Source: an optimization exercise on an open RTL-to-GDS flow (aim: small area and a short achievable clock period). Production flows keep margins and buffers that such runs may drop.
The RTL was checked by simulation tests, not by an equivalence proof against the original design.
Power figures rest on the tool's default switching activity, not on a simulated workload.

maple:
==> flow/design.v <==
module fp_result_drain #(
  parameter int BIT_VEC_SIZE = 128,
  parameter int BIT_VEC_SIZE_LOG = 7,
  parameter int INPUTS = 2,
  parameter int FIFO_DEPTH = 4,
  parameter int LANE_W = (INPUTS > 1) ? $clog2(INPUTS) : 1
) (
  input logic clk,
  input logic rst,
  input logic [INPUTS-1:0][BIT_VEC_SIZE-1:0] in,
  input logic [INPUTS-1:0] valid_in,
  output logic [BIT_VEC_SIZE_LOG-1:0] id_out,
  output logic [LANE_W-1:0] lane_out,
  output logic last_out,
  output logic valid_out,
  input logic ready_in,
  output logic overflow,
  output logic busy,
  output logic [BIT_VEC_SIZE_LOG:0] count_out,
  output logic count_valid
);
  localparam int N = BIT_VEC_SIZE;
  localparam int LG = BIT_VEC_SIZE_LOG;
  logic [1:0][3:0][N-1:0] mem_q;
  logic [1:0][3:0] wp_q, rp_q;    
  logic [1:0][3:0] t_q;           
  logic rr_q;
  logic emit_q, has_q, last_q, cv_q, ovf_q, busy_q, lane_q;
  logic [LG-1:0] id_q;
  logic [N-1:0] rest_q;
  logic [LG:0] cnt_q;
  logic load_q, sel_q;
  logic [1:0] pop_q;
  logic [1:0][3:0] rs_q;    
  logic srest_q;            
  logic [1:0][3:0] ws_q;    
  logic [1:0] we, push;
  logic [1:0][3:0] t_d, wp_d, rp_d;
  logic [1:0] ne_d, full_d;
  logic rr_d, emit_d, any_d, load_d, sel_d, fin, upd, adv;
  logic [1:0] pop_d;
  logic [1:0][3:0] rs_d, ws_d;
  always_comb begin
    fin = emit_q & (~has_q | (ready_in & last_q));
    emit_d = load_q | (emit_q & ~fin);
    rr_d = load_q ? ~sel_q : rr_q;
    for (int l = 0; l < 2; l++) begin
      we[l] = ~t_q[l][3] | pop_q[l];
      push[l] = valid_in[l] & we[l];
      case ({push[l], pop_q[l]})
        2'b10: t_d[l] = {t_q[l][2:0], 1'b1};
        2'b01: t_d[l] = {1'b0, t_q[l][3:1]};
        default: t_d[l] = t_q[l];
      endcase
      wp_d[l] = push[l] ? {wp_q[l][2:0], wp_q[l][3]} : wp_q[l];
      rp_d[l] = pop_q[l] ? {rp_q[l][2:0], rp_q[l][3]} : rp_q[l];
      ne_d[l] = t_d[l][0];
      full_d[l] = t_d[l][3];
    end
    any_d = ne_d[0] | ne_d[1];
    load_d = ~emit_d & any_d;
    sel_d = ne_d[rr_d] ? rr_d : ~rr_d;
    for (int l = 0; l < 2; l++) begin
      pop_d[l] = load_d & (sel_d == l[0]);
      rs_d[l] = rp_d[l] & {4{pop_d[l]}};
      ws_d[l] = wp_d[l] & {4{~full_d[l] | pop_d[l]}};
    end
  end
  for (genvar l = 0; l < 2; l++) begin : g_lane
    for (genvar k = 0; k < 4; k++) begin : g_slot
      always_ff @(posedge clk)
        mem_q[l][k] <= (in[l] & {N{ws_q[l][k]}}) | (mem_q[l][k] & {N{~ws_q[l][k]}});
    end
  end
  logic [N-1:0] src;
  always_comb begin
    src = rest_q & {N{srest_q}};
    for (int l = 0; l < 2; l++)
      for (int k = 0; k < 4; k++)
        src = src | (mem_q[l][k] & {N{rs_q[l][k]}});
  end
  logic [N-1:0] pl [0:LG];
  assign pl[0] = src;
  for (genvar k = 0; k < LG; k++) begin : g_pfx
    for (genvar i = 0; i < N; i++) begin : g_bit
      if (i & (1 << k)) begin : g_or
        assign pl[k+1][i] = pl[k][i] | pl[k][((i >> k) << k) - 1];
      end else begin : g_pass
        assign pl[k+1][i] = pl[k][i];
      end
    end
  end
  logic [N-1:0] clr;
  assign clr = src & {pl[LG][N-2:0], 1'b0};
  logic [N-1:0] ta [0:LG];
  logic [N-1:0] tm [0:LG];
  logic [N-1:0][LG-1:0] tx [0:LG];
  assign ta[0] = src;
  assign tm[0] = '0;
  assign tx[0] = '0;
  for (genvar j = 0; j < LG; j++) begin : g_tree
    for (genvar i = 0; i < (N >> (j + 1)); i++) begin : g_node
      logic al, ar;
      assign al = ta[j][2*i];
      assign ar = ta[j][2*i+1];
      assign ta[j+1][i] = al | ar;
      assign tm[j+1][i] = tm[j][2*i] | tm[j][2*i+1] | (al & ar);
      if (j == 0) begin : g_leaf
        assign tx[j+1][i] = {{(LG-1){1'b0}}, ~al};
      end else begin : g_inner
        assign tx[j+1][i] = al ? tx[j][2*i] : (tx[j][2*i+1] | LG'(1 << j));
      end
    end
    for (genvar i = (N >> (j + 1)); i < N; i++) begin : g_unused
      assign ta[j+1][i] = 1'b0;
      assign tm[j+1][i] = 1'b0;
      assign tx[j+1][i] = '0;
    end
  end
  logic any, multi;
  logic [LG-1:0] idx;
  assign any = ta[LG][0];
  assign multi = tm[LG][0];
  assign idx = tx[LG][0];
  assign upd = load_q | ready_in;
  assign adv = has_q & ready_in;
  always_ff @(posedge clk) begin
    rest_q <= (clr & {N{upd}}) | (rest_q & {N{~upd}});
    if (upd) begin
      id_q <= idx;
      last_q <= ~multi;
    end
    if (load_q) lane_q <= sel_q;
    if (load_q) cnt_q <= '0;
    else if (adv) cnt_q <= cnt_q + 1'b1;
  end
  always_ff @(posedge clk or negedge rst) begin
    if (!rst) begin
      emit_q <= 1'b0;
      has_q <= 1'b0;
      cv_q <= 1'b0;
      ovf_q <= 1'b0;
      busy_q <= 1'b0;
      rr_q <= 1'b0;
      wp_q <= {4'b0001, 4'b0001};
      rp_q <= {4'b0001, 4'b0001};
      t_q <= '0;
      load_q <= 1'b0;
      sel_q <= 1'b0;
      pop_q <= '0;
      rs_q <= '0;
      srest_q <= 1'b0;
      ws_q <= {4'b0001, 4'b0001};
    end else begin
      emit_q <= emit_d;
      has_q <= load_q ? any : (has_q & ~(ready_in & last_q));
      cv_q <= fin;
      ovf_q <= ovf_q | (valid_in[0] & ~we[0]) | (valid_in[1] & ~we[1]);
      busy_q <= any_d | emit_d;
      rr_q <= rr_d;
      wp_q <= wp_d;
      rp_q <= rp_d;
      t_q <= t_d;
      load_q <= load_d;
      sel_q <= sel_d;
      pop_q <= pop_d;
      rs_q <= rs_d;
      srest_q <= emit_d;
      ws_q <= ws_d;
    end
  end
  assign valid_out = has_q;
  assign id_out = id_q;
  assign lane_out = lane_q;
  assign last_out = last_q;
  assign overflow = ovf_q;
  assign busy = busy_q;
  assign count_out = cnt_q;
  assign count_valid = cv_q;
endmodule
module fp_result_drain_top (
  input  logic         clk,
  input  logic         rst,
  input  logic [255:0] in_vec,
  input  logic [1:0]   valid_in,
  input  logic         ready_in,
  output logic [6:0]   id_out,
  output logic         lane_out,
  output logic         last_out,
  output logic         valid_out,
  output logic         overflow,
  output logic         busy,
  output logic [7:0]   count_out,
  output logic         count_valid
);
  fp_result_drain #(.BIT_VEC_SIZE(128), .BIT_VEC_SIZE_LOG(7), .INPUTS(2), .FIFO_DEPTH(4))
    u_drain (
      .clk(clk), .rst(rst), .in(in_vec), .valid_in(valid_in), .id_out(id_out),
      .lane_out(lane_out), .last_out(last_out), .valid_out(valid_out), .ready_in(ready_in),
      .overflow(overflow), .busy(busy), .count_out(count_out), .count_valid(count_valid)
    );
endmodule
clock: 12.0 ns
lec_check: 0
cap_margin: 20
core_margin: 2
core_utilization: 60
slew_margin: 20
standard.sh (not shown) runs the stock make flow with config.mk's settings and CLKGATE_MAP_FILE= SYNTH_SCRIPT=/design/flow/synth_recipe.tcl, a recipe that flattens the netlist after the stock synthesis.
==> flow/flow/run.sh <==
#!/bin/bash
# Standard ORFS layout (the standard.sh, unchanged synthesis) with:
# - a tighter setup target for timing repair (SETUP_SLACK_MARGIN),
# - plain buf_1 cells as the port buffers,
# - a clock tree of clkbuf_8 cells, small sink clusters, no dummy loads.
# Full make output goes to flow_make.log in the work folder; ORFS's per-step logs stay
# under orfs/logs.
set -euo pipefail
MARGIN=8.5
TNS=0
CTS="-sink_clustering_enable -repair_clock_nets -buf_list sky130_fd_sc_hd__clkbuf_8"
CTS="$CTS -sink_clustering_size 16 -sink_clustering_max_diameter 50 -dont_use_dummy_load"
bash standard.sh \
  SETUP_SLACK_MARGIN=$MARGIN \
  TNS_END_PERCENT=$TNS \
  "BUFFER_PORTS_ARGS=-buffer_cell sky130_fd_sc_hd__buf_1" \
  "CTS_ARGS=$CTS" \
  finish > flow_make.log 2>&1
The following lists how birch was set up differently from maple:
--- a/flow/design.v
+++ b/flow/design.v
@@ -121,21 +121,29 @@
   logic [LG-1:0] idx;
   assign any = ta[LG][0];
   assign multi = tm[LG][0];
   assign idx = tx[LG][0];
   assign upd = load_q | ready_in;
   assign adv = has_q & ready_in;
-  always_ff @(posedge clk) begin
+  always_ff @(posedge clk)
     rest_q <= (clr & {N{upd}}) | (rest_q & {N{~upd}});
-    if (upd) begin
-      id_q <= idx;
-      last_q <= ~multi;
-    end
-    if (load_q) lane_q <= sel_q;
-    if (load_q) cnt_q <= '0;
-    else if (adv) cnt_q <= cnt_q + 1'b1;
+  always_ff @(posedge clk or negedge rst) begin
+    if (!rst) begin
+      id_q <= '0;
+      last_q <= 1'b0;
+      lane_q <= 1'b0;
+      cnt_q <= '0;
+    end else begin
+      if (upd) begin
+        id_q <= idx;
+        last_q <= ~multi;
+      end
+      if (load_q) lane_q <= sel_q;
+      if (load_q) cnt_q <= '0;
+      else if (adv) cnt_q <= cnt_q + 1'b1;
+    end
   end
   always_ff @(posedge clk or negedge rst) begin
     if (!rst) begin
       emit_q <= 1'b0;
       has_q <= 1'b0;
       cv_q <= 1'b0;
==> comparison <==
- birch ended with every stage complete and zero timing, DRC or antenna violations.
- Total power: birch below maple
- The final reports for birch and maple show share of the synthesized area in compound gates (AO/OA/AOI/OAI) lower in the former.
- Compare maple and birch | summed area of non-filler cells in the final layout lower: maple
- In birch, the final cell count came out 52 above the value in maple.
- Any difference in share of the yosys chip area belonging to registers between maple and birch is small enough to ignore.
- The final reports for birch and maple show fraction of cell area in non-clock buffers higher in the former.
- Wire length of the first global-routing pass, maple and birch: lower on maple
- Relative to maple, area growth from synthesis to final layout has gone up in birch.
- Lower detailed-route wire length was reported by maple, not birch.

==> static timing again, ports no longer ideal <==
In the flow no input, the clock included, has a driving cell. The finished layouts below were timed again as built, in two steps. Step 1: set_driving_cell puts a clkbuf_16 on clk and a buf_2 on each other input, an assumption about the parent block. Step 2 moves the port delays by t, midway between the first and last clock arrival at a register: inputs arrive t later, outputs are due t later. That takes back most of the time a late clock gives input paths. Slacks: no drivers / after step 1 / after step 2; pairs: no drivers / after step 1.
run | t (ns) | setup WS [ns] | worst register clock-pin slew, ns
maple | 0.804 | 8.092 / 8.092 / 7.584 | 0.10 / 0.10
birch | 0.787 | 8.090 / 8.090 / 7.418 | 0.11 / 0.11
After both steps setup and hold are still met in every run listed. The setup slack of birch, which loses most, moves by 0.000 ns with the drivers and by -0.672 ns with both steps.
